This is an optimization exercise on Yosys and OpenROAD, whose aim is small area, a short achievable clock period and few clock cycles per item, not a production implementation. At most, simulation tests tie the RTL to the original design; equivalence was not proved. The flow treats the clock pin as an ideal source, which a real chip does not have. Power is estimated from default activity; no workload was simulated.

== oak ==
==> module afu_rsp_result, before the edit <==
module afu_rsp_result (
   input  logic                   i_clk,
   input  logic [3-1:0]  i_pid,
   input  logic [1:0]             i_op,
   input  logic [4-1:0] i_addr,
   input  logic [2*4-1:0] i_word_vld,
   input  logic [2*4*64-1:0] i_word,    
   input  logic [16-1:0] i_cnt,
   output logic [64-1:0] o_rdata
);
   localparam int SW = 16;
   for (genvar s = 0; s < 64 / SW; s++) begin : gen_slice
      logic                      rd_lo;
      logic                      rd_hi;
      logic [3:0]                alo;
      logic [5-1:0] pid;
      logic                      null_pid;
      logic [2*4-1:0] word_sel;
      logic                      cnt_sel;
      logic                      hdr_sel;
      afu_rd_predec u_predec (
         .i_pid      (i_pid),
         .i_op       (i_op),
         .i_addr     (i_addr),
         .o_rd_lo    (rd_lo),
         .o_rd_hi    (rd_hi),
         .o_alo      (alo),
         .o_pid      (pid),
         .o_null_pid (null_pid)
      );
      for (genvar p = 0; p < 5; p++) begin : gen_port
         if (p == 1) begin : gen_lb
            for (genvar a = 0; a < 4; a++) begin : gen_word
               afu_and4 u_sel (
                  .i_a (rd_lo),
                  .i_b (alo[a]),
                  .i_c (pid[p]),
                  .i_d (i_word_vld[4+a]),
                  .o_y (word_sel[4+a])
               );
            end
         end else begin : gen_null
            localparam int S = (p == 0) ? 0 : p - 1;
            afu_and4 u_sel (
               .i_a (rd_lo),
               .i_b (alo[4'h1]),
               .i_c (pid[p]),
               .i_d (i_word_vld[S]),
               .o_y (word_sel[S])
            );
         end
      end
      afu_and3 u_cnt_sel (
         .i_a (rd_hi),
         .i_b (alo[4'h4 & 4'h3]),
         .i_c (pid[1]),
         .o_y (cnt_sel)
      );
      afu_and3 u_hdr_sel (
         .i_a (rd_lo),
         .i_b (alo[4'h0]),
         .i_c (null_pid),
         .o_y (hdr_sel)
      );
      afu_rsp_slice #(
         .LO (s * SW),
         .W  (SW)
      ) u_slice (
         .i_clk      (i_clk),
         .i_word_sel (word_sel),
         .i_cnt_sel  (cnt_sel),
         .i_hdr_sel  (hdr_sel),
         .i_pid      (i_pid),
         .i_word     (i_word),
         .i_cnt      (i_cnt),
         .o_rdata    (o_rdata[s*SW +: SW])
      );
   end
endmodule
clock: 4.0 ns
lec_check: 0
cap_margin: 20
core_margin: 2
core_utilization: 65
cts_cluster_diameter: 100
cts_cluster_size: 30
place_density: 0.75
setup_slack_margin: 2.1
slew_margin: 20
synth_hierarchical: 1
standard.sh (not shown) runs the stock make flow with config.mk's settings and CLKGATE_MAP_FILE= SYNTH_SCRIPT=/design/flow/synth_recipe.tcl, a recipe that flattens the netlist after the stock synthesis.
==> flow/flow/run.sh <==
#!/bin/bash
set -euo pipefail
here=$(cd "$(dirname "${BASH_SOURCE[0]}")" && pwd)
export BUFFER_PORTS_ARGS="-buffer_cell sky130_fd_sc_hd__buf_2"
export POST_CTS_TCL="$here/post_cts.tcl"
bash standard.sh > standard.log 2>&1
==> flow/flow/post_cts.tcl <==
set block [ord::get_db_block]
set clk_net [$block findNet i_clk]
set removed 0
foreach it [$clk_net getITerms] {
  set inst [$it getInst]
  set master [[$inst getMaster] getName]
  if {![string match "sky130_fd_sc_hd__clkbuf_*" $master]} { continue }
  set out_net ""
  foreach oit [$inst getITerms] {
    if {[$oit isOutputSignal]} { set out_net [$oit getNet] }
  }
  if {$out_net eq ""} { continue }
  set loads {}
  set all_bufs 1
  foreach lit [$out_net getITerms] {
    if {[$lit getInst] eq $inst} { continue }
    lappend loads $lit
    if {![string match "sky130_fd_sc_hd__clkbuf_*" [[[$lit getInst] getMaster] getName]]} { set all_bufs 0 }
  }
  set port_pins [expr {[llength [$clk_net getITerms]] - 1 + [llength $loads]}]
  if {!$all_bufs || $port_pins > 4 || [llength [$out_net getBTerms]] > 0} { continue }
  puts "post_cts: removing clock root buffer [$inst getName] ($master), port now drives $port_pins pins"
  foreach lit $loads {
    $lit disconnect
    $lit connect $clk_net
  }
  $it disconnect
  odb::dbInst_destroy $inst
  odb::dbNet_destroy $out_net
  incr removed
  break
}
if {$removed} {
  estimate_parasitics -placement
  report_clock_skew
  report_worst_slack -max
  report_worst_slack -min
}
In summary, oak completed successfully, with a layout that passed the timing, design-rule and antenna checks.
Testbench counts of oak, summed over its fixed seeds: cycles 6,400, items 3,200.
What pine does differently from oak at the input level:
diff --git a/flow/design.v b/flow/design.v
--- a/flow/design.v
+++ b/flow/design.v
@@ -231,13 +231,13 @@
    input  logic [4-1:0] i_addr,
    input  logic [2*4-1:0] i_word_vld,
    input  logic [2*4*64-1:0] i_word,    
    input  logic [16-1:0] i_cnt,
    output logic [64-1:0] o_rdata
 );
-   localparam int SW = 16;
+   localparam int SW = 8;
    for (genvar s = 0; s < 64 / SW; s++) begin : gen_slice
       logic                      rd_lo;
       logic                      rd_hi;
       logic [3:0]                alo;
       logic [5-1:0] pid;
       logic                      null_pid;
Results
Between oak and pine, the sequential share of layout area is higher for oak. On total power of the final layout, the higher figure sits with pine, not oak. Via count for pine is higher than for oak. i_req_pid[2] as the start point of the critical path was reported by pine, and i_req_op[1] by oak. Per the comparison of pine with oak, leakage power of the design picked up an extra 1.7%, met1 demand-to-capacity share in global routing picked up an extra 0.55 points, maximum VDD drop picked up an extra 16%, first-pass GRT wire length picked up an extra 2800 um, ratio of routed vias to standard cells picked up an extra 0.19. When pine is measured against oak, its clock period minus final worst setup slack turns out 0.038 ns higher. Synthesized cell count was higher in pine than in oak. pine ended with more final critical-path share of the clock period than oak.
Only the layout flow was run in pine; the RTL was not checked for function there.

12-24:
afu_region_top, a different RTL version from the one above (not shown whole).
For scale: roughly 1300 cells after synthesis, roughly 0.023 sq mm of cells after synthesis.
==> module afu_rd_predec, before the edit <==
module afu_rd_predec (
   input  logic [3-1:0]  i_pid,
   input  logic [1:0]             i_op,
   input  logic [4-1:0] i_addr,
   output logic                   o_rd,         
   output logic                   o_ahi0,       
   output logic                   o_ahi1,       
   output logic [3:0]             o_alo,        
   output logic [5-1:0] o_pid,     
   output logic                   o_null_pid    
);
   assign o_rd   = (i_op == 2'd0);
   assign o_ahi0 = (i_addr[3:2] == 2'd0);
   assign o_ahi1 = (i_addr[3:2] == 2'd1);
   for (genvar a = 0; a < 4; a++) begin : gen_alo
      assign o_alo[a] = (i_addr[1:0] == 2'(a));
   end
   for (genvar p = 0; p < 5; p++) begin : gen_pid
      assign o_pid[p] = (i_pid == 3'(p));
   end
   assign o_null_pid = (i_pid < 3'(5)) && (i_pid != 3'(1));
endmodule
==> module afu_rsp_slice, before the edit <==
module afu_rsp_slice #(
   parameter int LO = 0,      
   parameter int W  = 16      
) (
   input  logic                   i_clk,
   input  logic [2*4-1:0] i_word_sel,
   input  logic                   i_cnt_sel,
   input  logic                   i_hdr_sel,
   input  logic [3-1:0]  i_pid,
   input  logic [2*4*64-1:0] i_word,    
   input  logic [16-1:0] i_cnt,
   output logic [W-1:0]           o_rdata
);
   localparam logic [64-1:0] HDR_ID  = {{(64-12){1'b0}}, 12'h014};
   localparam logic [64-1:0] HDR_PID = {{(64-16){1'b0}}, 4'b0111, 12'h000};
   logic [W-1:0] rdata;
   always_comb begin
      rdata = '0;
      for (int b = 0; b < W; b++) begin
         for (int k = 0; k < 2*4; k++)
            rdata[b] = rdata[b] | (i_word[k*64 + LO + b] & i_word_sel[k]);
         if (LO + b < 16)
            rdata[b] = rdata[b] | (i_cnt[(LO + b) % 16] & i_cnt_sel);
         if (HDR_ID[LO + b])
            rdata[b] = rdata[b] | i_hdr_sel;
         if (HDR_PID[LO + b])
            rdata[b] = rdata[b] | (i_hdr_sel & i_pid[(LO + b - 12) % 3]);
      end
   end
   always_ff @(posedge i_clk) begin
      o_rdata <= rdata;
   end
endmodule
==> module afu_rsp_result, before the edit <==
module afu_rsp_result (
   input  logic                   i_clk,
   input  logic                   i_arst_n,
   input  logic                   i_req,
   input  logic [3-1:0]  i_pid,
   input  logic [1:0]             i_op,
   input  logic [4-1:0] i_addr,
   input  logic [2*4-1:0] i_word_vld,
   input  logic [2*4*64-1:0] i_word,    
   input  logic [16-1:0] i_cnt,
   output logic                   o_ack,
   output logic [64-1:0] o_rdata
);
   localparam int SW = 16;
   always_ff @(posedge i_clk or negedge i_arst_n) begin
      if (!i_arst_n) o_ack <= 1'b0;
      else           o_ack <= i_req;
   end
   for (genvar s = 0; s < 64 / SW; s++) begin : gen_slice
      logic                      rd;
      logic                      ahi0;
      logic                      ahi1;
      logic [3:0]                alo;
      logic [5-1:0] pid;
      logic                      null_pid;
      logic [2*4-1:0] word_sel;
      logic                      cnt_sel;
      logic                      hdr_sel;
      afu_rd_predec u_predec (
         .i_pid      (i_pid),
         .i_op       (i_op),
         .i_addr     (i_addr),
         .o_rd       (rd),
         .o_ahi0     (ahi0),
         .o_ahi1     (ahi1),
         .o_alo      (alo),
         .o_pid      (pid),
         .o_null_pid (null_pid)
      );
      for (genvar p = 0; p < 5; p++) begin : gen_port
         if (p == 1) begin : gen_lb
            for (genvar a = 0; a < 4; a++) begin : gen_word
               afu_and5 u_sel (
                  .i_a (rd),
                  .i_b (ahi0),
                  .i_c (alo[a]),
                  .i_d (pid[p]),
                  .i_e (i_word_vld[4+a]),
                  .o_y (word_sel[4+a])
               );
            end
         end else begin : gen_null
            localparam int S = (p == 0) ? 0 : p - 1;
            afu_and5 u_sel (
               .i_a (rd),
               .i_b (ahi0),
               .i_c (alo[4'h1]),
               .i_d (pid[p]),
               .i_e (i_word_vld[S]),
               .o_y (word_sel[S])
            );
         end
      end
      afu_and4 u_cnt_sel (
         .i_a (rd),
         .i_b (ahi1),
         .i_c (alo[4'h4 & 4'h3]),
         .i_d (pid[1]),
         .o_y (cnt_sel)
      );
      afu_and4 u_hdr_sel (
         .i_a (rd),
         .i_b (ahi0),
         .i_c (alo[4'h0]),
         .i_d (null_pid),
         .o_y (hdr_sel)
      );
      afu_rsp_slice #(
         .LO (s * SW),
         .W  (SW)
      ) u_slice (
         .i_clk      (i_clk),
         .i_word_sel (word_sel),
         .i_cnt_sel  (cnt_sel),
         .i_hdr_sel  (hdr_sel),
         .i_pid      (i_pid),
         .i_word     (i_word),
         .i_cnt      (i_cnt),
         .o_rdata    (o_rdata[s*SW +: SW])
      );
   end
endmodule
==> flow/config.mk <==
export PLATFORM = sky130hd
export DESIGN_NAME = afu_region_top
export DESIGN_NICKNAME = afu_region_top
export VERILOG_FILES = /design/flow/design.v
export SDC_FILE = /design/flow/constraint.sdc
export NUM_CORES = 4
export LEC_CHECK = 0
export CAP_MARGIN = 20
export CORE_MARGIN = 2
export CORE_UTILIZATION = 65
export CTS_CLUSTER_DIAMETER = 100
export CTS_CLUSTER_SIZE = 30
export PLACE_DENSITY = 0.75
export SETUP_SLACK_MARGIN = 2.2
export SLEW_MARGIN = 20
export SYNTH_HIERARCHICAL = 1
==> flow/constraint.sdc <==
create_clock -name core_clock -period 4.0 [get_ports {i_clk}]
set_input_delay 0.8000 -clock core_clock [delete_from_list [all_inputs] [get_ports {i_clk}]]
set_output_delay 0.8000 -clock core_clock [all_outputs]
set_load 0.01 [all_outputs]
Scripts as last shown in full above: flow/flow/run.sh, flow/flow/post_cts.tcl
12-24 closes out successfully: all stages finished, all timing, DRC and antenna checks passed.
Modified inputs, 06-20 compared to 12-24
diff --git a/flow/design.v b/flow/design.v
--- a/flow/design.v
+++ b/flow/design.v
@@ -162,5 +162,6 @@
    output logic [3:0]             o_alo,        
    output logic [5-1:0] o_pid,     
-   output logic                   o_null_pid    
+   output logic                   o_null_pid,   
+   output logic [3-1:0]  o_null_pid_bit   
 );
    assign o_rd   = (i_op == 2'd0);
@@ -174,4 +175,7 @@
    end
    assign o_null_pid = (i_pid < 3'(5)) && (i_pid != 3'(1));
+   for (genvar b = 0; b < 3; b++) begin : gen_pid_bit
+      assign o_null_pid_bit[b] = o_null_pid && i_pid[b];
+   end
 endmodule
 module afu_and5 (
@@ -201,6 +205,6 @@
    input  logic [2*4-1:0] i_word_sel,
    input  logic                   i_cnt_sel,
-   input  logic                   i_hdr_sel,
-   input  logic [3-1:0]  i_pid,
+   input  logic                   i_hdr_sel,        
+   input  logic [3-1:0]  i_hdr_pid_sel,    
    input  logic [2*4*64-1:0] i_word,    
    input  logic [16-1:0] i_cnt,
@@ -220,5 +224,5 @@
             rdata[b] = rdata[b] | i_hdr_sel;
          if (HDR_PID[LO + b])
-            rdata[b] = rdata[b] | (i_hdr_sel & i_pid[(LO + b - 12) % 3]);
+            rdata[b] = rdata[b] | i_hdr_pid_sel[(LO + b - 12) % 3];
       end
    end
@@ -240,10 +244,12 @@
    output logic [64-1:0] o_rdata
 );
-   localparam int SW = 16;
+   localparam int NSL = 5;
    always_ff @(posedge i_clk or negedge i_arst_n) begin
       if (!i_arst_n) o_ack <= 1'b0;
       else           o_ack <= i_req;
    end
-   for (genvar s = 0; s < 64 / SW; s++) begin : gen_slice
+   for (genvar s = 0; s < NSL; s++) begin : gen_slice
+      localparam int LO = (s < 2) ? 8 * s : 16 * (s - 1);
+      localparam int SW = (s < 2) ? 8 : 16;
       logic                      rd;
       logic                      ahi0;
@@ -252,4 +258,6 @@
       logic [5-1:0] pid;
       logic                      null_pid;
+      logic [3-1:0]     null_pid_bit;
+      logic [3-1:0]     hdr_pid_sel;
       logic [2*4-1:0] word_sel;
       logic                      cnt_sel;
@@ -264,5 +272,6 @@
          .o_alo      (alo),
          .o_pid      (pid),
-         .o_null_pid (null_pid)
+         .o_null_pid (null_pid),
+         .o_null_pid_bit (null_pid_bit)
       );
       for (genvar p = 0; p < 5; p++) begin : gen_port
@@ -304,6 +313,15 @@
          .o_y (hdr_sel)
       );
+      for (genvar b = 0; b < 3; b++) begin : gen_hdr_pid
+         afu_and4 u_hdr_pid_sel (
+            .i_a (rd),
+            .i_b (ahi0),
+            .i_c (alo[4'h0]),
+            .i_d (null_pid_bit[b]),
+            .o_y (hdr_pid_sel[b])
+         );
+      end
       afu_rsp_slice #(
-         .LO (s * SW),
+         .LO (LO),
          .W  (SW)
       ) u_slice (
@@ -312,8 +330,8 @@
          .i_cnt_sel  (cnt_sel),
          .i_hdr_sel  (hdr_sel),
-         .i_pid      (i_pid),
+         .i_hdr_pid_sel (hdr_pid_sel),
          .i_word     (i_word),
          .i_cnt      (i_cnt),
-         .o_rdata    (o_rdata[s*SW +: SW])
+         .o_rdata    (o_rdata[LO +: SW])
       );
    end
Notes after the runs:
06-20 completed every stage of the flow, and the final layout passed the timing, design-rule and antenna checks. In 06-20, the met1 usage came out 1.8 points above the value in 12-24. In the reports for 06-20 and 12-24, the smaller remaining max-slew budget at the tightest pin belongs to 06-20. Going from 12-24 to 06-20, first-iteration DRC count went down; design area went up; wire length of the first global-routing pass went up; number of standard cells in the layout, taps in and fillers out went up. Placer congestion estimate: 06-20 < 12-24.
Testbench counts of 06-20, summed over its fixed seeds: cycles 6,400, items 3,200.
Only the layout flow was run in 12-24; the RTL was not checked for function there.

what the ideal ports hide:
The results above use ideal ports. As a check the final layouts listed here were re-extracted and re-timed, cells and wires unchanged.
Step 1 (the two cells are an assumption about what drives the block):
set clk [get_ports {i_clk}]
set_driving_cell -lib_cell sky130_fd_sc_hd__clkbuf_16 $clk
set_driving_cell -lib_cell sky130_fd_sc_hd__buf_2 [delete_from_list [all_inputs] $clk]
Step 2 adds t to the input delays and takes it off the output delays; t is the mean of the earliest and latest rising clock arrival at the registers after step 1. Input paths then give back, and output paths get back, about the clock's delay inside the block.
Slacks: ideal / step 1 / step 2; pairs: ideal / step 1.
run	t, ns	setup slack, ns	hold slack, ns	worst register clock-pin slew, ns	pins driven straight from the clock port
oak	0.510	2.122 / 2.143 / 1.641	0.438 / 0.395 / 0.476	0.11 / 0.11	2
pine	0.516	2.084 / 2.057 / 1.540	0.402 / 0.357 / 0.475	0.12 / 0.12	2
12-24	0.517	2.194 / 2.163 / 1.698	0.429 / 0.381 / 0.479	0.12 / 0.12	2
06-20	0.516	2.237 / 2.175 / 1.747	0.413 / 0.368 / 0.471	0.11 / 0.11	2
After both steps every run listed still meets setup and hold. The setup slack of pine, which loses most, moves by -0.027 ns with the drivers and by -0.544 ns with both steps.
